This design comes from an exercise in tuning for small area, a short achievable clock period and few clock cycles per item on the open sky130 flow, not from production work.
The RTL was checked by simulation tests, not by an equivalence proof against the original design.
Power is estimated from default activity; no workload was simulated.

## flow/flow/run.sh

```bash
#!/bin/bash
set -euo pipefail
export BUFFER_PORTS_ARGS="-buffer_cell sky130_fd_sc_hd__buf_2"
export CTS_ARGS="-sink_clustering_enable -repair_clock_nets -sink_clustering_size 30 -sink_clustering_max_diameter 60 -dont_use_dummy_load"
bash standard.sh > standard.log 2>&1
```

## flow/design.v

```verilog
package mpu_pkg;
  localparam int MAX_SIDE_LOG2_DEF   = 10;
  localparam int PALETTE_ENTRIES_DEF = 256;
  localparam int MIN_SIDE_LOG2       = 3;
  localparam int SIDE_W   = 4;
  localparam int SLOT_W   = 8;
  localparam int RGBA_W   = 32;
  localparam int ADDR_W   = 20;
  localparam int CFG_IDX_W = 1;
  localparam logic [CFG_IDX_W-1:0] CFG_WIDTH_LOG2  = 1'b0;
  localparam logic [CFG_IDX_W-1:0] CFG_HEIGHT_LOG2 = 1'b1;
  localparam logic CMD_LOAD  = 1'b0;
  localparam logic CMD_PIXEL = 1'b1;
  typedef struct packed {
    logic              cmd;
    logic [SLOT_W-1:0] entry_slot;
    logic [RGBA_W-1:0] entry_rgba;
    logic [SLOT_W-1:0] pixel_index;
  } in_item_t;
  typedef struct packed {
    logic [ADDR_W-1:0] dest_address;
    logic [RGBA_W-1:0] colour;
    logic              last_pixel;
  } out_item_t;
  typedef struct packed {
    logic [SIDE_W-1:0] wl;
    logic [SIDE_W-1:0] hl;
  } geom_t;
endpackage
module mpu_ram #(
  parameter int WIDTH    = 32,
  parameter int RING_LEN = 16,
  parameter int WBUF     = 11
) (
  input  logic             clk,
  input  logic             acc,        
  input  logic             acc_load,   
  input  logic             acc_pixel,  
  input  logic [7:0]       acc_slot,   
  input  logic [7:0]       acc_index,  
  input  logic [WIDTH-1:0] acc_wdata,
  output logic [WIDTH-1:0] rdata,      
  output logic             wbuf_ok
);
  localparam int LW     = $clog2(RING_LEN);
  localparam int GROUPS = 256 / RING_LEN;
  localparam int GW     = 8 - LW;
  localparam int QUADS  = 4;                
  localparam int QW     = 2;
  localparam int GPQ    = GROUPS / QUADS;   
  logic [LW-1:0] rot;
  logic [LW-1:0] rot_next;
  assign rot_next = rot + LW'(1);
  always_ff @(posedge clk) begin
    rot <= rot_next;
  end
  logic                          s1_load;
  logic [7:0]                    s1_key;
  logic [WIDTH-1:0]              s1_wdata;
  logic [QUADS-1:0][RING_LEN-1:0] s1_phot;   
  logic [GPQ-1:0]                s1_gsel;   
  logic [LW-1:0]                 rd_pos;
  assign rd_pos = acc_index[LW-1:0] + rot_next;
  always_ff @(posedge clk) begin
    s1_load  <= acc && acc_load;
    s1_key   <= acc_slot;
    s1_wdata <= acc_wdata;
    for (int q = 0; q < QUADS; q++) begin
      for (int p = 0; p < RING_LEN; p++) begin
        s1_phot[q][p] <= (rd_pos == LW'(p)) && (acc_index[7:8-QW] == QW'(q));
      end
    end
    for (int g = 0; g < GPQ; g++) begin
      s1_gsel[g] <= (acc_index[7-QW:LW] == (GW-QW)'(g)) && !(|key_hit_next);
    end
  end
  logic [WBUF-1:0]             wb_valid;
  logic [WBUF-1:0][7:0]        wb_slot;
  logic [WBUF-1:0][WIDTH-1:0]  wb_data;
  logic [WBUF-1:0]  key_hit;      
  logic [WBUF-1:0]  key_hit_next;
  logic             any_hit;
  logic [WBUF-1:0]  app_sel;      
  logic [WBUF-1:0]  first_free;
  logic [WBUF-1:0]  alloc;
  logic [WBUF-1:0]  wr_hit;
  logic [WBUF-1:0]  keep;
  logic [WBUF-1:0]  wb_valid_next;
  logic [WBUF-1:0]  at_station_next;
  logic [WBUF-1:0]  stn_match;    
  logic [WBUF-1:0]  app_sel_next;
  always_ff @(posedge clk) begin
    any_hit <= |key_hit_next;
  end
  logic found_free;
  always_comb begin
    found_free = 1'b0;
    for (int e = 0; e < WBUF; e++) begin
      first_free[e] = !wb_valid[e] && !found_free;
      found_free    = found_free || !wb_valid[e];
    end
  end
  always_comb begin
    for (int e = 0; e < WBUF; e++) begin
      alloc[e]         = s1_load && !any_hit && first_free[e];
      wr_hit[e]        = s1_load && key_hit[e];
      keep[e]          = wb_valid[e] && (!app_sel[e] || wr_hit[e]);
      wb_valid_next[e] = keep[e] || alloc[e];
    end
  end
  logic found_app;
  always_comb begin
    found_app = 1'b0;
    for (int e = 0; e < WBUF; e++) begin
      at_station_next[e] = keep[e] && stn_match[e];
      app_sel_next[e]    = at_station_next[e] && !found_app;
      found_app          = found_app || at_station_next[e];
    end
  end
  logic [WIDTH-1:0]  st_data;    
  logic [GROUPS-1:0] st_en;
  logic [WIDTH-1:0]  st_data_next;
  logic [GROUPS-1:0] st_en_next;
  always_comb begin
    st_data_next = '0;
    st_en_next   = '0;
    for (int e = 0; e < WBUF; e++) begin
      if (app_sel_next[e]) begin
        st_data_next = st_data_next | (wr_hit[e] ? s1_wdata : wb_data[e]);
      end
      for (int g = 0; g < GROUPS; g++) begin
        if (app_sel_next[e] && wb_slot[e][7:LW] == GW'(g)) begin
          st_en_next[g] = 1'b1;
        end
      end
    end
  end
  always_ff @(posedge clk) begin
    for (int e = 0; e < WBUF; e++) begin
      stn_match[e] <= (alloc[e] ? s1_key[LW-1:0] : wb_slot[e][LW-1:0]) == ~(rot_next + LW'(1));
    end
  end
  always_ff @(posedge clk) begin
    wb_valid <= wb_valid_next;
    app_sel  <= app_sel_next;
    st_data  <= st_data_next;
    st_en    <= st_en_next;
    for (int e = 0; e < WBUF; e++) begin
      if (alloc[e]) begin
        wb_slot[e] <= s1_key;
      end
      if (alloc[e] || wr_hit[e]) begin
        wb_data[e] <= s1_wdata;
      end
    end
    key_hit <= key_hit_next;
  end
  logic [WBUF-1:0] eq_slot;
  logic [WBUF-1:0] eq_index;
  logic            s1_eq_slot;
  logic            s1_eq_index;
  always_comb begin
    for (int e = 0; e < WBUF; e++) begin
      eq_slot[e]  = wb_slot[e] == acc_slot;
      eq_index[e] = wb_slot[e] == acc_index;
    end
    s1_eq_slot  = s1_key == acc_slot;
    s1_eq_index = s1_key == acc_index;
    for (int e = 0; e < WBUF; e++) begin
      key_hit_next[e] = (keep[e]  && (acc_pixel ? eq_index[e] : eq_slot[e])) ||
                        (alloc[e] && (acc_pixel ? s1_eq_index : s1_eq_slot));
    end
  end
  logic [3:0] free_atl;   
  logic [2:0] free_th;
  always_comb begin
    free_th = '0;
    for (int e = 0; e < WBUF; e++) begin
      if (!wb_valid[e]) begin
        free_th = {free_th[1:0], 1'b1};
      end
    end
    free_atl = {free_th, 1'b1};
  end
  assign wbuf_ok = s1_load ? (acc_load ? free_atl[3] : free_atl[2])
                           : (acc_load ? free_atl[2] : free_atl[1]);
  logic [GROUPS-1:0][RING_LEN-1:0][WIDTH-1:0] ring;
  always_ff @(posedge clk) begin
    for (int g = 0; g < GROUPS; g++) begin
      for (int p = 1; p < RING_LEN; p++) begin
        ring[g][p] <= ring[g][p-1];
      end
      ring[g][0] <= st_en[g] ? st_data : ring[g][RING_LEN-1];
    end
  end
  logic [GROUPS-1:0][WIDTH-1:0] ring_word;
  logic [QUADS-1:0][WIDTH-1:0]  quad_rd;
  logic [QUADS-1:0][WIDTH-1:0]  s2_quad;
  logic [WIDTH-1:0]             wb_rd;
  always_comb begin
    for (int g = 0; g < GROUPS; g++) begin
      ring_word[g] = '0;
      for (int p = 0; p < RING_LEN; p++) begin
        ring_word[g] = ring_word[g] | (ring[g][p] & {WIDTH{s1_phot[g / GPQ][p]}});
      end
    end
    wb_rd = '0;
    for (int e = 0; e < WBUF; e++) begin
      wb_rd = wb_rd | (wb_data[e] & {WIDTH{key_hit[e]}});
    end
    for (int q = 0; q < QUADS; q++) begin
      quad_rd[q] = (q == 0) ? wb_rd : '0;
      for (int g = q * GPQ; g < (q + 1) * GPQ; g++) begin
        quad_rd[q] = quad_rd[q] | (ring_word[g] & {WIDTH{s1_gsel[g % GPQ]}});
      end
    end
  end
  always_ff @(posedge clk) begin
    s2_quad <= quad_rd;
  end
  always_comb begin
    rdata = '0;
    for (int q = 0; q < QUADS; q++) begin
      rdata = rdata | s2_quad[q];
    end
  end
endmodule
import mpu_pkg::*;
module mpu_addr_gen
#(
  parameter int MAX_SIDE_LOG2 = MAX_SIDE_LOG2_DEF
) (
  input  logic              clk,
  input  logic              rst,
  input  mpu_pkg::geom_t    geom,        
  input  mpu_pkg::geom_t    geom_next,   
  input  logic              step,
  output logic [ADDR_W-1:0] dest_address,
  output logic              last_pixel
);
  localparam int CNT_W = 2 * MAX_SIDE_LOG2;
  logic [SIDE_W-1:0] bl;
  logic [SIDE_W:0]   wl_bl;
  logic [SIDE_W:0]   wl_hl;
  logic [CNT_W-1:0]  mask;
  logic [SIDE_W-1:0] bl_d;
  logic [CNT_W-1:0]  mask_d;
  assign bl_d        = (geom_next.wl > geom_next.hl) ? geom_next.hl : geom_next.wl;
  always_comb begin
    for (int k = 0; k < CNT_W; k++) begin
      mask_d[k] = (SIDE_W+1)'(k) < ({1'b0, geom_next.wl} + {1'b0, geom_next.hl});
    end
  end
  always_ff @(posedge clk) begin
    if (rst) begin
      bl    <= SIDE_W'(MIN_SIDE_LOG2);
      wl_bl <= (SIDE_W+1)'(2 * MIN_SIDE_LOG2);
      wl_hl <= (SIDE_W+1)'(2 * MIN_SIDE_LOG2);
      mask  <= CNT_W'((1 << (2 * MIN_SIDE_LOG2)) - 1);
    end else begin
      bl    <= bl_d;
      wl_bl <= (geom_next.wl > geom_next.hl) ? {1'b0, geom_next.wl} + {1'b0, geom_next.hl}
                                             : {geom_next.wl, 1'b0};
      wl_hl <= {1'b0, geom_next.wl} + {1'b0, geom_next.hl};
      mask  <= mask_d;
    end
  end
  function automatic logic [ADDR_W-1:0] zaddr(input logic [CNT_W-1:0] c,
                                               input logic [SIDE_W-1:0] wl,
                                               input logic [SIDE_W-1:0] hl,
                                               input logic [SIDE_W-1:0] b,
                                               input logic [SIDE_W:0]   wb,
                                               input logic [SIDE_W:0]   wh);
    logic [ADDR_W-1:0] even_bits;
    logic [ADDR_W-1:0] odd_bits;
    logic [ADDR_W-1:0] odd_up;
    logic [ADDR_W-1:0] cnt_down;
    logic [ADDR_W-1:0] a;
    even_bits = '0;
    odd_bits  = '0;
    for (int i = 0; i < MAX_SIDE_LOG2; i++) begin
      even_bits[i] = c[2*i];
      odd_bits[i]  = c[2*i+1];
    end
    odd_up   = odd_bits << wl;
    cnt_down = ADDR_W'(c >> hl);
    for (int k = 0; k < ADDR_W; k++) begin
      if (k < int'(b)) begin
        a[k] = even_bits[k];
      end else if (k < int'(wl)) begin
        a[k] = cnt_down[k];
      end else if (k < int'(wb)) begin
        a[k] = odd_up[k];
      end else if (k < int'(wh)) begin
        a[k] = c[k];
      end else begin
        a[k] = 1'b0;
      end
    end
    zaddr = a;
  endfunction
  logic [CNT_W-1:0]  cnt0;    
  logic [CNT_W-1:0]  cnt1;    
  logic [CNT_W-1:0]  cnt2;    
  logic [ADDR_W-1:0] addr1;
  logic              last1;
  logic [CNT_W-1:0]  m0;
  logic              m0_last;
  logic              m0_last_m1;
  logic              c2_last;
  assign m0         = cnt0 & mask;
  assign m0_last    = m0 == mask;
  assign m0_last_m1 = m0 == (mask ^ CNT_W'(1));
  assign c2_last    = cnt2 == mask;
  always_ff @(posedge clk) begin
    if (rst) begin
      cnt0         <= CNT_W'(0);
      cnt1         <= CNT_W'(1);
      cnt2         <= CNT_W'(2);
      dest_address <= ADDR_W'(0);
      addr1        <= ADDR_W'(1);
      last_pixel   <= 1'b0;
      last1        <= 1'b0;
    end else if (step) begin
      cnt0         <= cnt1;
      cnt1         <= cnt2;
      cnt2         <= c2_last ? '0 : cnt2 + CNT_W'(1);
      dest_address <= addr1;
      addr1        <= zaddr(cnt2, geom.wl, geom.hl, bl, wl_bl, wl_hl);
      last_pixel   <= last1;
      last1        <= c2_last;
    end else begin
      cnt1         <= m0_last ? '0 : m0 + CNT_W'(1);
      cnt2         <= m0_last ? CNT_W'(1) : (m0_last_m1 ? '0 : m0 + CNT_W'(2));
      dest_address <= zaddr(cnt0, geom.wl, geom.hl, bl, wl_bl, wl_hl);
      addr1        <= zaddr(cnt1, geom.wl, geom.hl, bl, wl_bl, wl_hl);
      last_pixel   <= m0_last;
      last1        <= cnt1 == mask;
    end
  end
endmodule
import mpu_pkg::*;
module morton_palette_unswizzle
#(
  parameter int MAX_SIDE_LOG2   = MAX_SIDE_LOG2_DEF,
  parameter int PALETTE_ENTRIES = PALETTE_ENTRIES_DEF
) (
  input  logic                 clk,
  input  logic                 rst,
  input  logic                 in_valid,
  output logic                 in_ready,
  input  mpu_pkg::in_item_t             in_data,
  output logic                 out_valid,
  input  logic                 out_ready,
  output mpu_pkg::out_item_t            out_data,
  input  logic                 cfg_we,
  input  logic [CFG_IDX_W-1:0] cfg_index,
  input  logic [SIDE_W-1:0]    cfg_data
);
  localparam int QDEPTH = 4;
  logic [SIDE_W-1:0] width_log2;
  logic [SIDE_W-1:0] height_log2;
  logic [SIDE_W-1:0] cfg_clamped;
  logic              cfg_we_q;
  logic [CFG_IDX_W-1:0] cfg_index_q;
  logic [SIDE_W-1:0] cfg_data_q;    
  mpu_pkg::geom_t    geom;
  mpu_pkg::geom_t    geom_next;
  logic              in_fire;
  logic              pixel_fire;
  logic              load_fire;
  logic [RGBA_W-1:0] pal_rdata;
  logic              wbuf_ok;
  logic              s1_pixel;
  logic              s2_pixel;
  logic [RGBA_W-1:0] s2_data;
  logic              push;
  logic              pop;
  logic [QDEPTH-1:0] q_occ;
  logic [QDEPTH-1:0] q_occ_next;
  logic [QDEPTH-1:0] q_push_here;
  logic [QDEPTH-1:0] q_below;
  logic [QDEPTH-1:0] q_above;
  logic              owed_ok;
  logic [QDEPTH-1:0][RGBA_W-1:0] q_data;
  always_comb begin
    cfg_clamped = cfg_data;
    if (cfg_data < SIDE_W'(MIN_SIDE_LOG2)) begin
      cfg_clamped = SIDE_W'(MIN_SIDE_LOG2);
    end else if (cfg_data > SIDE_W'(MAX_SIDE_LOG2)) begin
      cfg_clamped = SIDE_W'(MAX_SIDE_LOG2);
    end
  end
  always_ff @(posedge clk) begin
    cfg_we_q    <= cfg_we && !rst;
    cfg_index_q <= cfg_index;
    cfg_data_q  <= cfg_clamped;
  end
  always_comb begin
    geom_next.wl = width_log2;
    geom_next.hl = height_log2;
    if (cfg_we_q) begin
      case (cfg_index_q)
        CFG_WIDTH_LOG2: begin
          geom_next.wl = cfg_data_q;
        end
        CFG_HEIGHT_LOG2: begin
          geom_next.hl = cfg_data_q;
        end
        default: begin
        end
      endcase
    end
  end
  always_ff @(posedge clk) begin
    if (rst) begin
      width_log2  <= SIDE_W'(MIN_SIDE_LOG2);
      height_log2 <= SIDE_W'(MIN_SIDE_LOG2);
    end else begin
      width_log2  <= geom_next.wl;
      height_log2 <= geom_next.hl;
    end
  end
  assign geom.wl = width_log2;
  assign geom.hl = height_log2;
  assign in_fire    = in_valid && in_ready && !rst;
  assign pixel_fire = in_fire && (in_data.cmd == CMD_PIXEL);
  assign load_fire  = in_fire && (in_data.cmd == CMD_LOAD);
  mpu_ram #(
    .WIDTH   (RGBA_W),
    .RING_LEN(16),
    .WBUF    (10)
  ) u_palette (
    .clk      (clk),
    .acc      (in_fire),
    .acc_load (load_fire),
    .acc_pixel(in_data.cmd == CMD_PIXEL),
    .acc_slot (in_data.entry_slot),
    .acc_index(in_data.pixel_index),
    .acc_wdata(in_data.entry_rgba),
    .rdata    (pal_rdata),
    .wbuf_ok  (wbuf_ok)
  );
  always_ff @(posedge clk) begin
    s1_pixel <= pixel_fire;
    s2_pixel <= s1_pixel && !rst;
  end
  assign s2_data = pal_rdata;
  assign push = s2_pixel && !rst;
  assign pop  = out_valid && out_ready;
  assign q_below = {q_occ[QDEPTH-2:0], 1'b1};   
  assign q_above = {1'b0, q_occ[QDEPTH-1:1]};   
  always_comb begin
    for (int i = 0; i < QDEPTH; i++) begin
      q_push_here[i] = push && (pop ? (q_occ[i] && !q_above[i]) : (q_below[i] && !q_occ[i]));
      q_occ_next[i]  = pop ? (push ? q_occ[i] : q_above[i]) : (push ? q_below[i] : q_occ[i]);
    end
  end
  assign owed_ok = !q_occ_next[QDEPTH-1] &&
                   !(q_occ_next[QDEPTH-2] && (s1_pixel || pixel_fire)) &&
                   !(q_occ_next[QDEPTH-3] && s1_pixel && pixel_fire);
  always_ff @(posedge clk) begin
    if (rst) begin
      q_occ     <= '0;
      out_valid <= 1'b0;
      in_ready  <= 1'b0;
    end else begin
      q_occ     <= q_occ_next;
      out_valid <= q_occ_next[0];
      in_ready  <= wbuf_ok && owed_ok;
    end
  end
  always_ff @(posedge clk) begin
    for (int i = 0; i < QDEPTH; i++) begin
      if (q_push_here[i]) begin
        q_data[i] <= s2_data;
      end else if (pop && i < QDEPTH - 1) begin
        q_data[i] <= q_data[(i < QDEPTH - 1) ? i+1 : i];
      end
    end
  end
  assign out_data.colour = q_data[0];
  mpu_addr_gen #(
    .MAX_SIDE_LOG2(MAX_SIDE_LOG2)
  ) u_addr_gen (
    .clk         (clk),
    .rst         (rst),
    .geom        (geom),
    .geom_next   (geom_next),
    .step        (pop),
    .dest_address(out_data.dest_address),
    .last_pixel  (out_data.last_pixel)
  );
endmodule
```

## flow/config.mk

```make
export PLATFORM = sky130hd
export DESIGN_NAME = morton_palette_unswizzle
export DESIGN_NICKNAME = morton_palette_unswizzle
export VERILOG_FILES = /design/flow/design.v
export SDC_FILE = /design/flow/constraint.sdc
export NUM_CORES = 4
export LEC_CHECK = 0
export CAP_MARGIN = 20
export CORE_MARGIN = 2
export CORE_UTILIZATION = 55
export CTS_CLUSTER_DIAMETER = 60
export CTS_CLUSTER_SIZE = 30
export SETUP_SLACK_MARGIN = 2.6
export SLEW_MARGIN = 20
export SYNTH_MEMORY_MAX_BITS = 16384
export TNS_END_PERCENT = 100
```

## flow/constraint.sdc

```tcl
create_clock -name core_clock -period 5.5 [get_ports {clk}]
set_input_delay 1.1000 -clock core_clock [delete_from_list [all_inputs] [get_ports {clk}]]
set_output_delay 1.1000 -clock core_clock [all_outputs]
set_load 0.01 [all_outputs]
```

## flow/standard.sh

```bash
#!/bin/bash
# synth_recipe.tcl (not shown) runs the flow's synth.tcl, then flattens the netlist and writes it again
# the make line also repeats each setting of config.mk as NAME=value (left out here)
make -C /OpenROAD-flow-scripts/flow DESIGN_CONFIG=/design/flow/config.mk WORK_HOME=/design/flow/orfs CLKGATE_MAP_FILE= SYNTH_SCRIPT=/design/flow/synth_recipe.tcl "${@:-finish}"
```

==> results of run 1 <==
-- worst max-delay path, stage by stage (launching register included) --
cell                       delay [ns]
sky130_fd_sc_hd__dfxtp_4         0.64
sky130_fd_sc_hd__buf_16          0.33
sky130_fd_sc_hd__a222oi_1        1.21
sky130_fd_sc_hd__nand4_1         0.54
-- repair_timing --
| action | 4_1_cts | 5_1_grt |
|---|---|---|
| gates resized for setup | 173 | 95 |
| setup buffers | 104 | 52 |
| setup endpoints to repair | 453 | 225 |
| pin swaps | 24 | 22 |
| endpoints found under the hold margin | 1 | 0 |
| hold buffers | 1 | 0 |
| gates cloned | 28 | 2 |
-- registers in the layout (all words and copies together) (netlist names), 16 cells and up --
name                     count
q_data                     128
u_addr_gen.addr1            20
u_addr_gen.cnt0             20
u_addr_gen.cnt1             20
u_addr_gen.cnt2             20
u_addr_gen.dest_address     20
u_addr_gen.mask             20
u_palette.ring            8192
u_palette.s1_phot           64
u_palette.s1_wdata          32
u_palette.s2_quad          128
u_palette.st_data           32
u_palette.st_en             16
u_palette.wb_data          320
u_palette.wb_slot           80
-- final timing paths --
check        cells after the start                     to                 start
max reg2reg                      3   u_palette.s2_quad[5]  u_palette.s1_gsel[3]
min                              1  u_palette.s1_wdata[5]           in_data[13]
min reg2reg                      0   u_palette.ring[1069]  u_palette.ring[1037]
max                              3   u_palette.s2_quad[5]  u_palette.s1_gsel[3]
-- area by class of cell --
class	instances	area share (%)
flip-flops and latches	9206	66.0
diodes	45	0.0391
clock buffers	544	4.73
inverters	102	0.139
repair buffers	680	2.47
well taps	6400	2.78
multi-input cells	9176	23.9
-- cell families (layout without fill, tap and decap cells) --
family	count (synthesis)	after routing	synth area share, %
multiplexers	949	949	4.20
XOR/XNOR	224	224	0.744
buffers and inverters	1578	1326	2.33
AO/OA/AOI/OAI	5453	5453	15.8
AND/OR/NAND/NOR	2523	2528	4.89
adder cells (fa/ha/maj)	22	22	0.108
flip-flops	9206	9206	71.9
other	0	45	0
-- layout by cell type (no fill, tap or decap), types with 397 or more instances in the layout --
master	count
sky130_fd_sc_hd__mux2_2	585
sky130_fd_sc_hd__edfxtp_1	528
sky130_fd_sc_hd__a22o_1	1045
sky130_fd_sc_hd__a221oi_1	1080
sky130_fd_sc_hd__clkbuf_16	545
sky130_fd_sc_hd__nand2_1	433
sky130_fd_sc_hd__nand3_1	677
sky130_fd_sc_hd__buf_4	397
sky130_fd_sc_hd__a22oi_1	2191
sky130_fd_sc_hd__o21ai_0	439
sky130_fd_sc_hd__dfxtp_1	8531
sky130_fd_sc_hd__nand4_1	565
-- through the flow --
stage	worst slack, ns	utilization (%)
final	2.33	60.3
after global routing	2.46	60.2
after CTS	2.50	60.1
after detailed placement	1.28	56.7
after global placement	1.31	56.7
after floorplan	2.45	-
-- power by group through the flow --
stage | Combinational (W) | Clock, W | Sequential [W]
after global routing | 0.00200 | 0.0411 | 0.0680
after global placement | 0.00174 | 0 | 0.0695
after CTS | 0.00185 | 0.0387 | 0.0680
after floorplan | 0.000938 | 0 | 0.0692
after detailed placement | 0.00173 | 0 | 0.0695
final | 0.00198 | 0.0384 | 0.0680
-- per-layer routing --
| layer | share of wire (%) | GRT usage (%) | routed length (µm) | up-vias |
|---|---|---|---|---|
| met5 | 0.021 | 0 | 175 | - |
| met4 | 4.9 | 13.7 | 41200 | 26 |
| met3 | 9.4 | 6.69 | 79700 | 1821 |
| met2 | 44 | 51.6 | 369000 | 8590 |
| met1 | 42 | 47.1 | 359000 | 86000 |
| li1 | - | - | - | 73900 |
==> reports/qor.txt, run 1 <==
FINISH
-------------------------------------------------------------------------------------------------
Final design instance area without fill                                                 0.288 mm²
Layout fillers                                                                              37900
Area of the multi-input gates                                                          0.0688 mm²
Net count, final                                                                            19800
Relative area change from synthesis to final layout                                         9.22%
Share of cells above drive strength 1                                                       11.0%
Final cell count without fillers                                                            26200
Storage cell area                                                                       0.190 mm²

YOSYS
-------------------------------------------------------------------------------------------------
Proportion of synthesized chip area in sequential cells                                     71.9%
Fraction of synthesized cell area taken by the top area cell type                           65.9%
Synth Instances                                                                             20000
Main flop type after synthesis                                                       sky130_fd_sc_hd__dfxtp_1
Post-synthesis instance area                                                            0.264 mm²
Mapped Avg Cell Area                                                                     13.2 µm²
Number of flops mapped to enable cells by yosys                                               528
Number of synthesized register bits                                                          9206
Most common cell in the netlist                                                      sky130_fd_sc_hd__dfxtp_1
Top post-synthesis cells by area                                                     sky130_fd_sc_hd__dfxtp_1 (66%), sky130_fd_sc_hd__a22oi_1 (6.2%), sky130_fd_sc_hd__edfxtp_1 (6.0%)
Synthesized Nets                                                                            20000
Cell type with the largest total area after synthesis                                sky130_fd_sc_hd__dfxtp_1
Async set-reset flop share out of synthesis                                                    0%
Most numerous cell types in the synthesized netlist                                  sky130_fd_sc_hd__dfxtp_1 (8678), sky130_fd_sc_hd__a22oi_1 (2191), sky130_fd_sc_hd__a221oi_1 (1089)
Number of warning messages in the yosys log                                                     3
Number of distinct library cell variants in the gate-level netlist after synthesis             89

MIN PATH
-------------------------------------------------------------------------------------------------
Min-Delay Path Class                                                                 input pin to flop

DETAILED ROUTING
-------------------------------------------------------------------------------------------------
Router iterations before antenna repair                                                         9
DR vias/cell                                                                                 6.51
Remaining DRCs                                                                                  0
Vias                                                                                       170000
Initial DRC Count                                                                           19700
Post-route antenna net violation count                                                          0
Total wire length                                                                       849000 µm
Routed len/inst                                                                           32.5 µm

PWR
-------------------------------------------------------------------------------------------------
Highest ir drop seen on vdd                                                              0.349 mV
Fraction of power spent switching nets                                                      21.1%
Total power                                                                               0.108 W
Switching power                                                                          0.0229 W
Seq pwr share                                                                               62.8%
Share of power burned in the clock network                                                  35.4%
Share of total power in combinational logic                                                  1.8%
Power density over the cells                                                           376 mW/mm²
Leakage dissipation                                                                        108 nW
Internal Pwr Total                                                                       0.0855 W

OUTCOME
-------------------------------------------------------------------------------------------------
Outcome                                                                  timing/DRC/antenna clean

GLOBAL ROUTE
-------------------------------------------------------------------------------------------------
Global-route wire length before repair                                                 1200000 µm
Antenna violations before repair                                                               79
Remaining global-route overflow                                                                 0
Largest net degree at the start of global routing                                             105
Global-route total usage across every layer                                                 33.7%
Vias in the first global route                                                             167000

FLOORPLANNING
-------------------------------------------------------------------------------------------------
Overall die height                                                                         696 µm
Starting density of the core                                                                55.2%
Die Wd                                                                                     696 µm
Floorplan die area                                                                      0.485 mm²
Floorplan row count                                                                           254
Core Box Area                                                                           0.478 mm²
Number of placed I/O pins                                                                     114

TIMING
-------------------------------------------------------------------------------------------------
Period utilization                                                                          57.6%
Maximum clock frequency                                                                 0.316 GHz
RSZ-0062 raised after global routing                                                         true
Slew of the pin with the lowest slew margin                                               1.28 ns
Layout Skew                                                                              0.105 ns
Fin. max-slew vios                                                                              0
Shortest clock period the worst path allows after layout                                  3.17 ns
Final setup violation count                                                                     0
Normalized max-slew margin                                                                  14.5%
Setup TNS Final                                                                              0 ns
Total count of hold-check failures in the final report                                          0
Min Hold Slack                                                                          0.0540 ns

WORST SETUP PATH
-------------------------------------------------------------------------------------------------
Reg2reg setup slack                                                                       2.33 ns
Maximum fanout along the worst path                                                            32
Category of the worst setup path launch point                                                flop
Critical Path Sink Type                                                                      flop
Data arrival time of the worst path                                                       4.02 ns
Type of the setup path with the least slack                                          flop to flop
CP Data Required Time                                                                     6.35 ns

CLOCK TREE
-------------------------------------------------------------------------------------------------
Clock sink total                                                                             9206
CTS Buffer Depth                                                                                4
Number of H-tree levels                                                                         6
TritonCTS clock tree                                                                          yes
Clock-pin slew on the worst setup and hold paths                                          0.09 ns
Clk root buf                                                                         sky130_fd_sc_hd__clkbuf_16
Num CTS Buffers                                                                               544
Clock latency on the worst-skew pair                                                      1.17 ns

JOB
-------------------------------------------------------------------------------------------------
Maximum capacitance violations                                                                  0

PLACE
-------------------------------------------------------------------------------------------------
Total cell area at the placement stage                                                  0.271 mm²
DP Cell Count                                                                               25400
DP Wirelength                                                                           484000 µm
Number of buffer cells added on primary ports                                                 113
Last weighted congestion value of the routability-driven placer                             0.944

Testbench counts, summed over its fixed seeds: cycles 128,491, items 128,000.
==> run 2: changes to the inputs <==
--- a/flow/config.mk
+++ b/flow/config.mk
@@ -11,5 +11,5 @@
 export CTS_CLUSTER_DIAMETER = 60
 export CTS_CLUSTER_SIZE = 30
-export SETUP_SLACK_MARGIN = 2.6
+export SETUP_SLACK_MARGIN = 2.8
 export SLEW_MARGIN = 20
 export SYNTH_MEMORY_MAX_BITS = 16384
==> run 2 against run 1 <==
Effect of this change: die area stayed put; design area is 0.51% higher; worst setup slack worse by 0.28 ns; power hardly changed; highest routed layer unchanged; critical endpoint is now out_data[20]; count of clock-buffer cells in the layout stayed put.
==> reports/qor.txt, run 2 <==
YOSYS
-----------------------------------------------------------------------------------------------------------------
Number of flops mapped to enable cells by yosys                                                               528
Most common cell in the netlist                                                                      sky130_fd_sc_hd__dfxtp_1
Xor/xnor cell area share of the yosys netlist                                                              0.744%
Number of distinct library cell variants in the gate-level netlist after synthesis                             89
Cell type with the largest total area after synthesis                                                sky130_fd_sc_hd__dfxtp_1
Top post-synthesis cells by area                                                                     sky130_fd_sc_hd__dfxtp_1 (66%), sky130_fd_sc_hd__a22oi_1 (6.2%), sky130_fd_sc_hd__edfxtp_1 (6.0%)
Number of synthesized register bits                                                                          9206
Compound-gate portion of the synthesized area                                                               15.8%
Fraction of synthesized cell area taken by the top area cell type                                           65.9%
Share of synthesized cell area in and, or, nand and nor gates                                               4.89%
Mapped Avg Cell Area                                                                                     13.2 µm²
Main flop type after synthesis                                                                       sky130_fd_sc_hd__dfxtp_1
Post-synthesis instance area                                                                            0.264 mm²
Largest family of logic cells by synthesized area                                                    compound AO/OA/AOI/OAI gates
Proportion of synthesized chip area in sequential cells                                                     71.9%
Number of warning messages in the yosys log                                                                     3
Most numerous cell types in the synthesized netlist                                                  sky130_fd_sc_hd__dfxtp_1 (8678), sky130_fd_sc_hd__a22oi_1 (2191), sky130_fd_sc_hd__a221oi_1 (1089)
Proportion of synthesized area in mux cells                                                                 4.20%
Synthesized Nets                                                                                            20000
Async set-reset flop share out of synthesis                                                                    0%
Synth Instances                                                                                             20000
Arithmetic-cell share of the synthesized area counting full adders, half adders and majority gates         0.108%

WORST SETUP PATH
-----------------------------------------------------------------------------------------------------------------
Critical path buffer and inverter count                                                                         1
Reg2reg setup slack                                                                                       2.69 ns
Worst path top cell family by delay                                                                    flip-flops
CP Data Required Time                                                                                     4.40 ns
Cell chain of the critical path                                                                             buf_2
Cell at the slowest stage of the critical path                                                       sky130_fd_sc_hd__edfxtp_1
Data arrival time of the worst path                                                                       2.35 ns
Type of the setup path with the least slack                                                          flop to output port
Category of the worst setup path launch point                                                                flop
Number of cells traversed by the worst register-to-register path                                                7
Critical Path Sink Type                                                                               output port
Worst reg2reg endpoint                                                                               u_palette.s2_quad[15]
CP peak stage delay                                                                                       0.98 ns
Reg2Reg Launch Point                                                                                 u_palette.s1_phot[15]
Maximum fanout along the worst path                                                                            14

FLOORPLANNING
-----------------------------------------------------------------------------------------------------------------
Floorplan row count                                                                                           254
Number of placed I/O pins                                                                                     114
Starting density of the core                                                                                55.2%
Die Wd                                                                                                     696 µm
Overall die height                                                                                         696 µm
Core Box Area                                                                                           0.478 mm²
Floorplan die area                                                                                      0.485 mm²

PLACE
-----------------------------------------------------------------------------------------------------------------
DP Wirelength                                                                                           482000 µm
Last weighted congestion value of the routability-driven placer                                             0.948
Number of buffer cells added on primary ports                                                                 113
Pre-CTS WS                                                                                                1.36 ns
Total cell area at the placement stage                                                                  0.271 mm²

DETAILED ROUTING
-----------------------------------------------------------------------------------------------------------------
Router iterations before antenna repair                                                                         9
Top layer used by detailed routing                                                                           met5
Initial DRC Count                                                                                           20200
DR vias/cell                                                                                                 6.51
Amount of wire on met2 after detailed routing                                                           372000 µm
Routed length on met3                                                                                    79400 µm
Vias                                                                                                       171000
Total wire length                                                                                       851000 µm
Routed length on met1                                                                                   360000 µm
Routed len/inst                                                                                           32.5 µm
Remaining DRCs                                                                                                  0
Post-route antenna net violation count                                                                          0

TIMING
-----------------------------------------------------------------------------------------------------------------
Period utilization                                                                                          62.7%
Final setup violation count                                                                                     0
Setup slack after layout                                                                                  2.05 ns
Shortest clock period the worst path allows after layout                                                  3.45 ns
Min Hold Slack                                                                                           0.104 ns
Maximum clock frequency                                                                                 0.290 GHz
Setup TNS Final                                                                                              0 ns
Slew of the pin with the lowest slew margin                                                               1.22 ns
Layout Skew                                                                                             0.0906 ns
RSZ-0062 raised after global routing                                                                         true
Normalized max-slew margin                                                                                  18.4%
Fin. max-slew vios                                                                                              0
Total count of hold-check failures in the final report                                                          0

PWR
-----------------------------------------------------------------------------------------------------------------
Share of power burned in the clock network                                                                  35.4%
Switching power                                                                                          0.0229 W
Seq pwr share                                                                                               62.8%
Internal Pwr Total                                                                                       0.0855 W
Leakage dissipation                                                                                        109 nW
Highest ir drop seen on vdd                                                                              0.354 mV
Fraction of power spent switching nets                                                                      21.1%
Power density over the cells                                                                           374 mW/mm²
Share of total power in combinational logic                                                                  1.8%

CLOCK TREE
-----------------------------------------------------------------------------------------------------------------
TritonCTS clock tree                                                                                          yes
Num CTS Buffers                                                                                               544
CTS Buffer Depth                                                                                                4
Clock sink total                                                                                             9206
Number of H-tree levels                                                                                         6
Clk root buf                                                                                         sky130_fd_sc_hd__clkbuf_16
Clock-pin slew on the worst setup and hold paths                                                          0.09 ns
Clock latency on the worst-skew pair                                                                      1.07 ns
Total of hold buffers inserted after clock tree synthesis                                                       0

FINISH
-----------------------------------------------------------------------------------------------------------------
Layout fillers                                                                                              37700
Max reg flops                                                                                                8192
Share of cells above drive strength 1                                                                       11.8%
Most common cell after layout, fill and taps aside                                                   sky130_fd_sc_hd__dfxtp_1
Final core utilization                                                                                      60.6%
Largest registers                                                                                    u_palette.ring: 8192 flops, u_palette.wb_data: 320 flops
Net count, final                                                                                            19800
Register containing the most flip-flops in the final layout                                          u_palette.ring
Commonest cells after routing, fill and taps aside                                                   sky130_fd_sc_hd__dfxtp_1 (8516), sky130_fd_sc_hd__a22oi_1 (2191), sky130_fd_sc_hd__a221oi_1 (1070)
Storage cell area                                                                                       0.190 mm²
Final design instance area without fill                                                                 0.290 mm²
Relative area change from synthesis to final layout                                                         9.78%
Area of the multi-input gates                                                                          0.0693 mm²

MIN PATH
-----------------------------------------------------------------------------------------------------------------
Worst Hold Path Cells                                                                                           1
Min-Delay Path Class                                                                                 input pin to flop
Hold Crit Start                                                                                       in_data[25]
Worst hold endpoint                                                                                  u_palette.s1_wdata[17]

GLOBAL ROUTE
-----------------------------------------------------------------------------------------------------------------
Remaining global-route overflow                                                                                 0
Antenna violations before repair                                                                               71
Global-route total usage across every layer                                                                 33.6%
Vias in the first global route                                                                             167000
Largest net degree at the start of global routing                                                              91
Global-route wire length before repair                                                                 1200000 µm

JOB
-----------------------------------------------------------------------------------------------------------------
Maximum capacitance violations                                                                                  0

OUTCOME
-----------------------------------------------------------------------------------------------------------------
Outcome                                                                                  timing/DRC/antenna clean

run 2: logic make-up after synthesis:
group	Yosys count
DFF	9206
AOI/OAI and AO/OA	5453
and+or+nand+nor	2523
buffers and inverters	1578
muxes	949
xor gates and xnor gates	224
adders and majority gates	22
run 2: area by class of cell:
class / count / area share (%)
Clock buffer: 544 / 4.70
Timing Repair Buffer: 734 / 2.77
Inverter: 102 / 0.145
Tap cell: 6400 / 2.77
Sequential cell: 9206 / 65.6
Antenna cell: 54 / 0.0467
Multi-Input combinational cell: 9178 / 23.9
run 2: per-layer routing:
layer  up-vias  track usage [%]
met5         -                0
met4        26             13.6
met3      1755             6.63
met2      8510             51.5
met1     86300             47.0
li1      74100                -
run 2: power groups by stage:
stage               Clock [W]  Combinational [W]  Sequential (W)
floorplan                   0           0.000941          0.0692
global placement            0            0.00166          0.0696
detailed placement          0            0.00166          0.0696
CTS                    0.0388            0.00181          0.0680
global route           0.0411            0.00198          0.0680
finish                 0.0384            0.00195          0.0680
run 2: repair_timing:
action                     4_1_cts  5_1_grt
cloned                          22        9
pin swaps                       41       50
buffers inserted               137       90
setup endpoints to repair      712      385
resized for setup              234      190
run 2: stage by stage:
step | power, W | instances
finish | 0.108 | 26200
global route | 0.111 | 26200
floorplan | 0.0701 | 20000
detailed placement | 0.0712 | 25400
global placement | 0.0712 | 25400
CTS | 0.109 | 26100
run 2: worst max path at each step:
stage | startpoint | slack (ns) | endpoint | cells after the start
2_1_floorplan | out_ready | 2.44 | u_addr_gen.addr1[5] | 8
3_3_place_gp | in_data[48] | 1.36 | u_palette.any_hit | 8
3_5_place_dp | in_data[48] | 1.36 | u_palette.any_hit | 8
4_1_cts | q_data[18] | 2.16 | out_data[19] | 1
5_1_grt | q_data[19] | 2.08 | out_data[20] | 1
6_report | q_data[19] | 2.05 | out_data[20] | 1
==> run 3: changes to the inputs <==
--- a/flow/config.mk
+++ b/flow/config.mk
@@ -8,8 +8,8 @@
 export CAP_MARGIN = 20
 export CORE_MARGIN = 2
-export CORE_UTILIZATION = 55
+export CORE_UTILIZATION = 50
 export CTS_CLUSTER_DIAMETER = 60
 export CTS_CLUSTER_SIZE = 30
-export SETUP_SLACK_MARGIN = 2.8
+export SETUP_SLACK_MARGIN = 2.5
 export SLEW_MARGIN = 20
 export SYNTH_MEMORY_MAX_BITS = 16384
==> run 3 against run 2 <==
Effect of this change: maximum frequency increased by 5.1%; hold slack improved by 0.034 ns; count of clock-buffer cells in the layout decreased by 63; critical path type unchanged; highest routed layer unchanged.
==> reports/qor.txt, run 3 <==
GLOBAL ROUTE
-------------------------------------------------------------------------------------------------
Largest net degree at the start of global routing                                             113
Antenna violations before repair                                                               59
Global-route total usage across every layer                                                 29.4%
Vias in the first global route                                                             166000
Global-route wire length before repair                                                 1170000 µm
Remaining global-route overflow                                                                 0

TIMING
-------------------------------------------------------------------------------------------------
Normalized max-slew margin                                                                  14.3%
Final setup violation count                                                                     0
Shortest clock period the worst path allows after layout                                  3.28 ns
Fin. max-slew vios                                                                              0
Layout Skew                                                                              0.110 ns
Period utilization                                                                          59.7%
Setup TNS Final                                                                              0 ns
RSZ-0062 raised after global routing                                                         true
Maximum clock frequency                                                                 0.305 GHz
Slew of the pin with the lowest slew margin                                               1.28 ns
Min Hold Slack                                                                           0.138 ns
Total count of hold-check failures in the final report                                          0
Setup slack after layout                                                                  2.22 ns

DETAILED ROUTING
-------------------------------------------------------------------------------------------------
DR vias/cell                                                                                 6.33
Router iterations before antenna repair                                                         9
Total wire length                                                                       819000 µm
Routed len/inst                                                                           30.9 µm
Post-route antenna net violation count                                                          0
Initial DRC Count                                                                           19100
Vias                                                                                       168000
Remaining DRCs                                                                                  0

WORST SETUP PATH
-------------------------------------------------------------------------------------------------
Critical path buffer and inverter count                                                         1
Reg2Reg Launch Point                                                                 u_addr_gen.cnt0[9]
Cell chain of the critical path                                                             buf_2
Worst path top cell family by delay                                                    flip-flops
CP peak stage delay                                                                       0.86 ns
Critical Path Sink Type                                                               output port
CP startpoint                                                                          q_data[15]
Type of the setup path with the least slack                                          flop to output port
Data arrival time of the worst path                                                       2.18 ns
Category of the worst setup path launch point                                                flop
CP Data Required Time                                                                     4.40 ns
Maximum fanout along the worst path                                                             1
Cell at the slowest stage of the critical path                                       sky130_fd_sc_hd__edfxtp_1

PLACE
-------------------------------------------------------------------------------------------------
Number of buffer cells added on primary ports                                                 113
Pre-CTS WS                                                                                1.29 ns
DP Wirelength                                                                           458000 µm
Last weighted congestion value of the routability-driven placer                             0.938

CLOCK TREE
-------------------------------------------------------------------------------------------------
Clock sink total                                                                             9206
Clock-pin slew on the worst setup and hold paths                                          0.08 ns
CTS Buffer Depth                                                                                4
Number of H-tree levels                                                                         5
Clk root buf                                                                         sky130_fd_sc_hd__clkbuf_16
TritonCTS clock tree                                                                          yes
Clock latency on the worst-skew pair                                                      1.10 ns
Num CTS Buffers                                                                               481

YOSYS
-------------------------------------------------------------------------------------------------
Cell type with the largest total area after synthesis                                sky130_fd_sc_hd__dfxtp_1
Fraction of synthesized cell area taken by the top area cell type                           65.9%
Mapped Avg Cell Area                                                                     13.2 µm²
Post-synthesis instance area                                                            0.264 mm²
Top post-synthesis cells by area                                                     sky130_fd_sc_hd__dfxtp_1 (66%), sky130_fd_sc_hd__a22oi_1 (6.2%), sky130_fd_sc_hd__edfxtp_1 (6.0%)
Most numerous cell types in the synthesized netlist                                  sky130_fd_sc_hd__dfxtp_1 (8678), sky130_fd_sc_hd__a22oi_1 (2191), sky130_fd_sc_hd__a221oi_1 (1089)
Async set-reset flop share out of synthesis                                                    0%
Number of distinct library cell variants in the gate-level netlist after synthesis             89
Number of flops mapped to enable cells by yosys                                               528
Proportion of synthesized chip area in sequential cells                                     71.9%
Number of synthesized register bits                                                          9206
Main flop type after synthesis                                                       sky130_fd_sc_hd__dfxtp_1
Most common cell in the netlist                                                      sky130_fd_sc_hd__dfxtp_1
Number of warning messages in the yosys log                                                     3
Synth Instances                                                                             20000
Synthesized Nets                                                                            20000

FINISH
-------------------------------------------------------------------------------------------------
Net count, final                                                                            19600
Most common cell after layout, fill and taps aside                                   sky130_fd_sc_hd__dfxtp_1
Layout fillers                                                                              43800
Largest registers                                                                    u_palette.ring: 8192 flops, u_palette.wb_data: 320 flops
Commonest cells after routing, fill and taps aside                                   sky130_fd_sc_hd__dfxtp_1 (8539), sky130_fd_sc_hd__a22oi_1 (2191), sky130_fd_sc_hd__a221oi_1 (1089)
Register containing the most flip-flops in the final layout                          u_palette.ring
Max reg flops                                                                                8192
Share of cells above drive strength 1                                                       9.95%
Final core utilization                                                                      54.2%
Relative area change from synthesis to final layout                                         8.03%

FLOORPLANNING
-------------------------------------------------------------------------------------------------
Die Wd                                                                                     730 µm
Floorplan row count                                                                           266
Floorplan die area                                                                      0.533 mm²
Core Box Area                                                                           0.525 mm²
Number of placed I/O pins                                                                     114
Starting density of the core                                                                50.2%
Overall die height                                                                         730 µm

OUTCOME
-------------------------------------------------------------------------------------------------
Outcome                                                                  timing/DRC/antenna clean

PWR
-------------------------------------------------------------------------------------------------
Power density over the cells                                                           370 mW/mm²
Leakage dissipation                                                                        106 nW
Highest ir drop seen on vdd                                                              0.339 mV

MIN PATH
-------------------------------------------------------------------------------------------------
Min-Delay Path Class                                                                 input pin to flop
Hold Crit Start                                                                       in_data[37]

JOB
-------------------------------------------------------------------------------------------------
Maximum capacitance violations                                                                  0

## run 3: cell counts after synthesis
No cell type changed its count.
## run 3: per-stage QoR
step,area [µm²],cells,total power (W)
after floorplan,264000,20000,0.0701
after global placement,271000,25900,0.0712
after detailed placement,271000,25900,0.0712
after CTS,284000,26400,0.106
after global routing,285000,26500,0.108
final,285000,26500,0.105
## run 3: cells by family after synthesis
kind of cell               Yosys count  synth area share (%)
DFF                               9206                  71.9
AOI/OAI and AO/OA                 5453                  15.8
and+or+nand+nor                   2523                  4.89
buffers and inverters             1578                  2.33
muxes                              949                  4.20
xor gates and xnor gates           224                 0.744
adders and majority gates           22                 0.108
## run 3: worst paths after layout
| path | end | slack (ns) | cells past startpoint |
|---|---|---|---|
| setup / recovery | out_data[16] | 2.22 | 1 |
| hold / removal | u_palette.s1_wdata[29] | 0.14 | 1 |
| setup reg to reg | u_addr_gen.dest_address[14] | 2.35 | 7 |
| hold reg to reg | u_palette.ring[7823] | 0.25 | 0 |
## run 3: timing repair
| item | 4_1_cts | 5_1_grt |
|---|---|---|
| setup buffers | 28 | 38 |
| setup endpoints to repair | 312 | 207 |
| gates cloned | 6 | 2 |
| hold buffers | 0 | 0 |
| pin swaps | 8 | 10 |
| resized for setup | 57 | 47 |
| hold endpoints to repair | 0 | 0 |
## run 3: area by class of cell
| class | instances | area [µm²] | share of cell area, % |
|---|---|---|---|
| diodes | 31 | 77.6 | 0.0272 |
| inverters | 102 | 410 | 0.144 |
| clock buffers | 481 | 12000 | 4.22 |
| well taps | 6968 | 8720 | 3.06 |
| repair buffers | 546 | 5090 | 1.79 |
| multi-input cells | 9176 | 68600 | 24.1 |
| flip-flops and latches | 9206 | 190000 | 66.7 |
## run 3: where the power goes
group          switching, W  total [W]  internal, W  leakage (nW)
clock                0.0203     0.0357       0.0155          5.93
sequential         0.000625     0.0681       0.0674          74.8
combinational       0.00132    0.00173     0.000411          25.6
total                0.0222      0.105       0.0833           106
## run 3: worst register-to-register path: cells and delay by family, from the launching register on
kind,cells,cell delay (ns)
flip-flops,1,0.97
multiplexers,3,0.78
AO/OA/AOI/OAI,4,1.17
## run 3: routing by layer
layer / global-route usage, % / wire length, µm / vias to the layer above
met1: 41.0 / 351000 / 84800
li1: - / - / 73500
met3: 4.86 / 68400 / 1665
met5: 0 / 84 / -
met2: 45.6 / 359000 / 7908
met4: 12.5 / 40600 / 12
==> run 4: changes to the inputs <==
--- a/flow/config.mk
+++ b/flow/config.mk
@@ -8,5 +8,5 @@
 export CAP_MARGIN = 20
 export CORE_MARGIN = 2
-export CORE_UTILIZATION = 50
+export CORE_UTILIZATION = 55
 export CTS_CLUSTER_DIAMETER = 60
 export CTS_CLUSTER_SIZE = 30
==> run 4 against run 3 <==
Effect of this change: final cell count shrank 1.9%; clock power grew 7.6%; sequential share of layout area shrank 0.18 points; sequential power is essentially flat; non-clock buffer count shrank 12; area after synthesis is the same; sequential cell count is the same; global-route usage grew 3.3 points; worst setup slack gained 0.092 ns; register-to-register slack gained 0.03 ns; highest routed layer unchanged.
==> reports/qor.txt, run 4 <==
OUTCOME
-------------------------------------------------------------------------------------------------
Outcome                                                                  timing/DRC/antenna clean

WORST SETUP PATH
-------------------------------------------------------------------------------------------------
Cell chain of the critical path                                                             buf_2
Category of the worst setup path launch point                                                flop
Data arrival time of the worst path                                                       2.09 ns
Reg2Reg Launch Point                                                                 u_palette.rot[0]
Number of cells traversed by the worst register-to-register path                                7
Type of the setup path with the least slack                                          flop to output port
Critical path buffer and inverter count                                                         1
CP peak stage delay                                                                       0.76 ns
CP Data Required Time                                                                     4.40 ns
Worst reg2reg endpoint                                                               u_palette.s1_phot[59]
Cell at the slowest stage of the critical path                                       sky130_fd_sc_hd__edfxtp_1
Worst path top cell family by delay                                                    flip-flops
Critical Path Sink Type                                                               output port
Maximum fanout along the worst path                                                             1
Reg2reg setup slack                                                                       2.38 ns
CP startpoint                                                                           q_data[9]

PWR
-------------------------------------------------------------------------------------------------
Internal Pwr Total                                                                       0.0855 W
Leakage dissipation                                                                        107 nW
Seq pwr share                                                                               62.9%
Share of power burned in the clock network                                                  35.5%
Power density over the cells                                                           379 mW/mm²
Share of total power in combinational logic                                                  1.7%
Highest ir drop seen on vdd                                                              0.366 mV
Switching power                                                                          0.0228 W
Fraction of power spent switching nets                                                      21.0%

FINISH
-------------------------------------------------------------------------------------------------
Most common cell after layout, fill and taps aside                                   sky130_fd_sc_hd__dfxtp_1
Share of cells above drive strength 1                                                       10.2%
Relative area change from synthesis to final layout                                         8.32%
Final design instance area without fill                                                 0.286 mm²
Net count, final                                                                            19600
Final core utilization                                                                      59.8%
Largest registers                                                                    u_palette.ring: 8192 flops, u_palette.wb_data: 320 flops
Max reg flops                                                                                8192
Commonest cells after routing, fill and taps aside                                   sky130_fd_sc_hd__dfxtp_1 (8539), sky130_fd_sc_hd__a22oi_1 (2191), sky130_fd_sc_hd__a221oi_1 (1089)
Register containing the most flip-flops in the final layout                          u_palette.ring

YOSYS
-------------------------------------------------------------------------------------------------
Number of distinct library cell variants in the gate-level netlist after synthesis             89
Post-synthesis instance area                                                            0.264 mm²
Most numerous cell types in the synthesized netlist                                  sky130_fd_sc_hd__dfxtp_1 (8678), sky130_fd_sc_hd__a22oi_1 (2191), sky130_fd_sc_hd__a221oi_1 (1089)
Fraction of synthesized cell area taken by the top area cell type                           65.9%
Async set-reset flop share out of synthesis                                                    0%
Number of synthesized register bits                                                          9206
Mapped Avg Cell Area                                                                     13.2 µm²
Most common cell in the netlist                                                      sky130_fd_sc_hd__dfxtp_1
Top post-synthesis cells by area                                                     sky130_fd_sc_hd__dfxtp_1 (66%), sky130_fd_sc_hd__a22oi_1 (6.2%), sky130_fd_sc_hd__edfxtp_1 (6.0%)
Synth Instances                                                                             20000
Main flop type after synthesis                                                       sky130_fd_sc_hd__dfxtp_1
Synthesized Nets                                                                            20000
Number of warning messages in the yosys log                                                     3
Proportion of synthesized chip area in sequential cells                                     71.9%
Number of flops mapped to enable cells by yosys                                               528
Cell type with the largest total area after synthesis                                sky130_fd_sc_hd__dfxtp_1

DETAILED ROUTING
-------------------------------------------------------------------------------------------------
Vias                                                                                       169000
Remaining DRCs                                                                                  0
DR vias/cell                                                                                 6.51
Router iterations before antenna repair                                                         7
Routed len/inst                                                                           31.9 µm
Total wire length                                                                       829000 µm
Initial DRC Count                                                                           19200
Post-route antenna net violation count                                                          0

GLOBAL ROUTE
-------------------------------------------------------------------------------------------------
Remaining global-route overflow                                                                 0
Largest net degree at the start of global routing                                             110
Global-route wire length before repair                                                 1170000 µm
Vias in the first global route                                                             166000
Antenna violations before repair                                                               53
Global-route total usage across every layer                                                 32.8%

PLACE
-------------------------------------------------------------------------------------------------
DP Wirelength                                                                           477000 µm
Total cell area at the placement stage                                                  0.271 mm²
Last weighted congestion value of the routability-driven placer                             0.939
Number of buffer cells added on primary ports                                                 113

MIN PATH
-------------------------------------------------------------------------------------------------
Worst hold endpoint                                                                  u_palette.s1_wdata[9]
Worst Hold Path Cells                                                                           1
Min-Delay Path Class                                                                 input pin to flop
Hold Crit Start                                                                       in_data[17]

CLOCK TREE
-------------------------------------------------------------------------------------------------
Clock latency on the worst-skew pair                                                      1.10 ns
Clk root buf                                                                         sky130_fd_sc_hd__clkbuf_16
CTS Buffer Depth                                                                                4
TritonCTS clock tree                                                                          yes
Clock sink total                                                                             9206
Number of H-tree levels                                                                         6
Num CTS Buffers                                                                               546
Total of hold buffers inserted after clock tree synthesis                                       0
Clock-pin slew on the worst setup and hold paths                                          0.09 ns

FLOORPLANNING
-------------------------------------------------------------------------------------------------
Starting density of the core                                                                55.2%
Core Box Area                                                                           0.478 mm²
Overall die height                                                                         696 µm
Die Wd                                                                                     696 µm
Number of placed I/O pins                                                                     114
Floorplan row count                                                                           254
Floorplan die area                                                                      0.485 mm²

JOB
-------------------------------------------------------------------------------------------------
Maximum capacitance violations                                                                  0

TIMING
-------------------------------------------------------------------------------------------------
Slew of the pin with the lowest slew margin                                               1.23 ns
Fin. max-slew vios                                                                              0
Total count of hold-check failures in the final report                                          0
Maximum clock frequency                                                                 0.313 GHz
Shortest clock period the worst path allows after layout                                  3.19 ns
Layout Skew                                                                             0.0993 ns
RSZ-0062 raised after global routing                                                         true
Period utilization                                                                          58.0%
Normalized max-slew margin                                                                  17.6%
Setup TNS Final                                                                              0 ns
Final setup violation count                                                                     0

==> run 4: metal layers <==
| metal | vias up | global-route usage [%] | share of wire [%] |
|---|---|---|---|
| li1 | 73600 | - | - |
| met1 | 85800 | 46.5 | 43 |
| met2 | 8225 | 50.6 | 44 |
| met3 | 1685 | 6.03 | 9.0 |
| met4 | 28 | 11.1 | 4.1 |
| met5 | - | 0 | 0.021 |
==> run 4: area by class of cell <==
class	count	area [µm²]
Antenna cell	34	85.1
Clock buffer	546	13700
Fill cell	38000	192000
Inverter	102	405
Multi-Input combinational cell	9175	68500
Sequential cell	9206	190000
Tap cell	6400	8010
Timing Repair Buffer	534	5010
==> run 4: metrics by stage <==
step	hold WS, ns	setup slack [ns]	instances	power (W)
final	0.128	2.31	26000	0.108
after global routing	0.102	2.31	26000	0.111
after CTS	0.0642	2.33	25900	0.109
after detailed placement	0.336	1.38	25400	0.0712
after global placement	0.332	1.39	25400	0.0713
after floorplan	0.331	2.45	20000	0.0701
==> run 4: worst max-delay path by stage <==
stage	endpoint	depth (start not counted)
after global placement	in_ready	8
after global routing	out_data[16]	1
final	out_data[10]	1
after detailed placement	in_ready	8
after floorplan	u_addr_gen.addr1[5]	8
after CTS	out_data[30]	1
==> run 4: logic make-up (layout without fill, tap and decap cells) <==
family                   Yosys count  after routing  share of synthesized area [%]
multiplexers                     949            949                           4.20
AND/OR/NAND/NOR                 2523           2527                           4.89
buffers and inverters           1578           1182                           2.33
adder cells (fa/ha/maj)           22             22                          0.108
XOR/XNOR                         224            224                          0.744
AO/OA/AOI/OAI                   5453           5453                           15.8
flip-flops                      9206           9206                           71.9
other                              0             34                              0
==> run 4: power by group through the flow <==
| stage | Clock, W | Combinational, W | Sequential, W |
|---|---|---|---|
| 2_1_floorplan | 0 | 0.000925 | 0.0692 |
| 3_3_place_gp | 0 | 0.00169 | 0.0696 |
| 3_5_place_dp | 0 | 0.00168 | 0.0696 |
| 4_1_cts | 0.0388 | 0.00171 | 0.0680 |
| 5_1_grt | 0.0411 | 0.00182 | 0.0680 |
| 6_report | 0.0384 | 0.00179 | 0.0680 |
==> run 4: timing repair <==
item                       4_1_cts  5_1_grt
buffers inserted                14       29
gates cloned                     5        6
pin swaps                       10       12
setup endpoints to repair      360      221
resized for setup               48       55
==> run 5: changes to the inputs <==
==> flow/flow/run.sh (replaced) <==
#!/bin/bash
set -euo pipefail
export BUFFER_PORTS_ARGS="-buffer_cell sky130_fd_sc_hd__buf_2"
export CTS_ARGS="-sink_clustering_enable -repair_clock_nets -sink_clustering_size 30 -sink_clustering_max_diameter 60 -dont_use_dummy_load"
export DONT_USE_CELLS="sky130_fd_sc_hd__a222oi_1"
bash standard.sh > standard.log 2>&1
==> run 5 against run 4 <==
Effect of this change: clock skew did not move; still clean; via count unchanged; critical path type unchanged; largest cell class unchanged; clock power barely moved; first-iteration DRC count is the same.
==> reports/qor.txt, run 5 <==
CLOCK TREE
-------------------------------------------------------------------------------------------------
TritonCTS clock tree                                                                          yes
Clock-pin slew on the worst setup and hold paths                                          0.09 ns
Clock sink total                                                                             9206
Total of hold buffers inserted after clock tree synthesis                                       0
Num CTS Buffers                                                                               546
Clk root buf                                                                         sky130_fd_sc_hd__clkbuf_16
Clock latency on the worst-skew pair                                                      1.10 ns
Number of H-tree levels                                                                         6
CTS Buffer Depth                                                                                4

PLACE
-------------------------------------------------------------------------------------------------
DP Cell Count                                                                               25400
Number of buffer cells added on primary ports                                                 113
Last weighted congestion value of the routability-driven placer                             0.939
DP Wirelength                                                                           477000 µm

FLOORPLANNING
-------------------------------------------------------------------------------------------------
Number of placed I/O pins                                                                     114
Core Box Area                                                                           0.478 mm²
Starting density of the core                                                                55.2%
Overall die height                                                                         696 µm
Floorplan die area                                                                      0.485 mm²
Floorplan row count                                                                           254
Die Wd                                                                                     696 µm

PWR
-------------------------------------------------------------------------------------------------
Leakage dissipation                                                                        107 nW
Seq pwr share                                                                               62.9%
Fraction of power spent switching nets                                                      21.0%
Internal Pwr Total                                                                       0.0855 W
Share of power burned in the clock network                                                  35.5%
Power density over the cells                                                           379 mW/mm²
Switching power                                                                          0.0228 W
Highest ir drop seen on vdd                                                              0.366 mV
Share of total power in combinational logic                                                  1.7%
Total power                                                                               0.108 W

FINISH
-------------------------------------------------------------------------------------------------
Share of cells above drive strength 1                                                       10.2%
Most common cell after layout, fill and taps aside                                   sky130_fd_sc_hd__dfxtp_1
Final cell count without fillers                                                            26000
Largest registers                                                                    u_palette.ring: 8192 flops, u_palette.wb_data: 320 flops
Register containing the most flip-flops in the final layout                          u_palette.ring
Net count, final                                                                            19600
Commonest cells after routing, fill and taps aside                                   sky130_fd_sc_hd__dfxtp_1 (8539), sky130_fd_sc_hd__a22oi_1 (2191), sky130_fd_sc_hd__a221oi_1 (1089)
Relative area change from synthesis to final layout                                         8.32%
Max reg flops                                                                                8192
Final core utilization                                                                      59.8%

OUTCOME
-------------------------------------------------------------------------------------------------
Outcome                                                                  timing/DRC/antenna clean

JOB
-------------------------------------------------------------------------------------------------
Maximum capacitance violations                                                                  0

DETAILED ROUTING
-------------------------------------------------------------------------------------------------
Routed len/inst                                                                           31.9 µm
DR vias/cell                                                                                 6.51
Remaining DRCs                                                                                  0
Post-route antenna net violation count                                                          0
Total wire length                                                                       829000 µm
Vias                                                                                       169000
Router iterations before antenna repair                                                         7
Initial DRC Count                                                                           19200

TIMING
-------------------------------------------------------------------------------------------------
RSZ-0062 raised after global routing                                                         true
Setup TNS Final                                                                              0 ns
Layout Skew                                                                             0.0993 ns
Period utilization                                                                          58.0%
Normalized max-slew margin                                                                  17.6%
Fin. max-slew vios                                                                              0
Maximum clock frequency                                                                 0.313 GHz
Final setup violation count                                                                     0
Slew of the pin with the lowest slew margin                                               1.23 ns
Min Hold Slack                                                                           0.128 ns
Total count of hold-check failures in the final report                                          0
Shortest clock period the worst path allows after layout                                  3.19 ns

YOSYS
-------------------------------------------------------------------------------------------------
Proportion of synthesized chip area in sequential cells                                     71.9%
Fraction of synthesized cell area taken by the top area cell type                           65.9%
Number of warning messages in the yosys log                                                     3
Number of distinct library cell variants in the gate-level netlist after synthesis             89
Main flop type after synthesis                                                       sky130_fd_sc_hd__dfxtp_1
Top post-synthesis cells by area                                                     sky130_fd_sc_hd__dfxtp_1 (66%), sky130_fd_sc_hd__a22oi_1 (6.2%), sky130_fd_sc_hd__edfxtp_1 (6.0%)
Post-synthesis instance area                                                            0.264 mm²
Synth Instances                                                                             20000
Async set-reset flop share out of synthesis                                                    0%
Number of flops mapped to enable cells by yosys                                               528
Mapped Avg Cell Area                                                                     13.2 µm²
Most common cell in the netlist                                                      sky130_fd_sc_hd__dfxtp_1
Cell type with the largest total area after synthesis                                sky130_fd_sc_hd__dfxtp_1
Most numerous cell types in the synthesized netlist                                  sky130_fd_sc_hd__dfxtp_1 (8678), sky130_fd_sc_hd__a22oi_1 (2191), sky130_fd_sc_hd__a221oi_1 (1089)
Number of synthesized register bits                                                          9206
Synthesized Nets                                                                            20000

GLOBAL ROUTE
-------------------------------------------------------------------------------------------------
Routing layer with the top usage in global route                                             met2
Antenna violations before repair                                                               53
Largest net degree at the start of global routing                                             110
Met1 Resource Use GR                                                                        46.5%
Global-route total usage across every layer                                                 32.8%
Global-route wire length before repair                                                 1170000 µm
Met2 routing resource usage after global routing                                            50.6%
Remaining global-route overflow                                                                 0
Vias in the first global route                                                             166000
Met3 Usage GRT                                                                              6.03%

WORST SETUP PATH
-------------------------------------------------------------------------------------------------
Category of the worst setup path launch point                                                flop
Critical Path Sink Type                                                               output port
Cell at the slowest stage of the critical path                                       sky130_fd_sc_hd__edfxtp_1
CP Data Required Time                                                                     4.40 ns
Maximum fanout along the worst path                                                             1
Critical path buffer and inverter count                                                         1
Type of the setup path with the least slack                                          flop to output port
Data arrival time of the worst path                                                       2.09 ns
CP peak stage delay                                                                       0.76 ns
Critical path depth                                                                             1
Cell chain of the critical path                                                             buf_2
Worst path top cell family by delay                                                    flip-flops
Number of cells traversed by the worst register-to-register path                                7

MIN PATH
-------------------------------------------------------------------------------------------------
Min-Delay Path Class                                                                 input pin to flop
Worst Hold Path Cells                                                                           1

## run 5: cell families (layout without fill, tap and decap cells)
| family | after synthesis | in the layout | share of synthesized area, % |
|---|---|---|---|
| buffers and inverters | 1578 | 1182 | 2.33 |
| XOR/XNOR | 224 | 224 | 0.744 |
| other | 0 | 34 | 0 |
| adder cells (fa/ha/maj) | 22 | 22 | 0.108 |
| multiplexers | 949 | 949 | 4.20 |
| AO/OA/AOI/OAI | 5453 | 5453 | 15.8 |
| flip-flops | 9206 | 9206 | 71.9 |
| AND/OR/NAND/NOR | 2523 | 2527 | 4.89 |
## run 5: final timing paths
path / startpoint / end / slack [ns]
hold reg to reg: u_palette.ring[5794] / u_palette.ring[5826] / 0.28
setup reg to reg: u_palette.rot[0] / u_palette.s1_phot[59] / 2.38
hold / removal: in_data[17] / u_palette.s1_wdata[9] / 0.13
setup / recovery: q_data[9] / out_data[10] / 2.31
## run 5: what timing repair did
item | CTS | global route
gates resized for setup | 48 | 55
endpoints found under the setup margin | 360 | 221
pin swaps | 10 | 12
buffers inserted | 14 | 29
cloned | 5 | 6
## run 5: cell type report
type	count	area, µm²
fillers	38000	192000
flip-flops and latches	9206	190000
multi-input cells	9175	68500
clock buffers	546	13700
well taps	6400	8010
repair buffers	534	5010
inverters	102	405
diodes	34	85.1
## run 5: power groups by stage
stage / Sequential, W / Clock (W) / Combinational (W)
after CTS: 0.0680 / 0.0388 / 0.00171
after floorplan: 0.0692 / 0 / 0.000925
after detailed placement: 0.0696 / 0 / 0.00168
after global placement: 0.0696 / 0 / 0.00169
final: 0.0680 / 0.0384 / 0.00179
after global routing: 0.0680 / 0.0411 / 0.00182
## run 5: metal layers
layer / wire, µm / part of all wire (%)
met5: 173 / 0.021
met4: 33900 / 4.1
met2: 363000 / 44
met1: 358000 / 43
met3: 74500 / 9.0
## run 5: through the flow
step	cell area, µm²	worst slack (ns)
finish	286000	2.31
global route	286000	2.31
CTS	285000	2.33
detailed placement	271000	1.38
global placement	271000	1.39
floorplan	264000	2.45

## re-timing with driven ports
No port has a modelled driver above. Below, the same layouts with a new extraction and two added sets of constraints. Step 1 (the two cells are an assumption about what drives the block):
set clk [get_ports {clk}]
set_driving_cell -lib_cell sky130_fd_sc_hd__clkbuf_16 $clk
set_driving_cell -lib_cell sky130_fd_sc_hd__buf_2 [delete_from_list [all_inputs] $clk]
Step 2, shift: input delay + t, output delay - t, t = (earliest + latest rising clock arrival at the registers) / 2. This alone moves slack from input paths to output paths. a / b / c = ideal / step 1 / step 2; a / b = the first two.
| run | t (ns) | slack for setup (ns) | hold WS [ns] |
|---|---|---|---|
| run 1 | 1.219 | 2.334 / 2.334 / 1.423 | 0.054 / -0.027 / 0.284 |
| run 2 | 1.176 | 2.049 / 1.918 / 1.655 | 0.104 / 0.015 / 0.282 |
| run 3 | 1.159 | 2.216 / 2.079 / 1.403 | 0.138 / 0.027 / 0.251 |
| run 4 | 1.184 | 2.308 / 2.180 / 1.562 | 0.128 / 0.025 / 0.281 |
| run 5 | 1.184 | 2.308 / 2.180 / 1.562 | 0.128 / 0.025 / 0.281 |
After both steps every run listed still meets setup and hold. The setup slack of run 1, which loses most, moves by 0.000 ns with the drivers and by -0.911 ns with both steps.
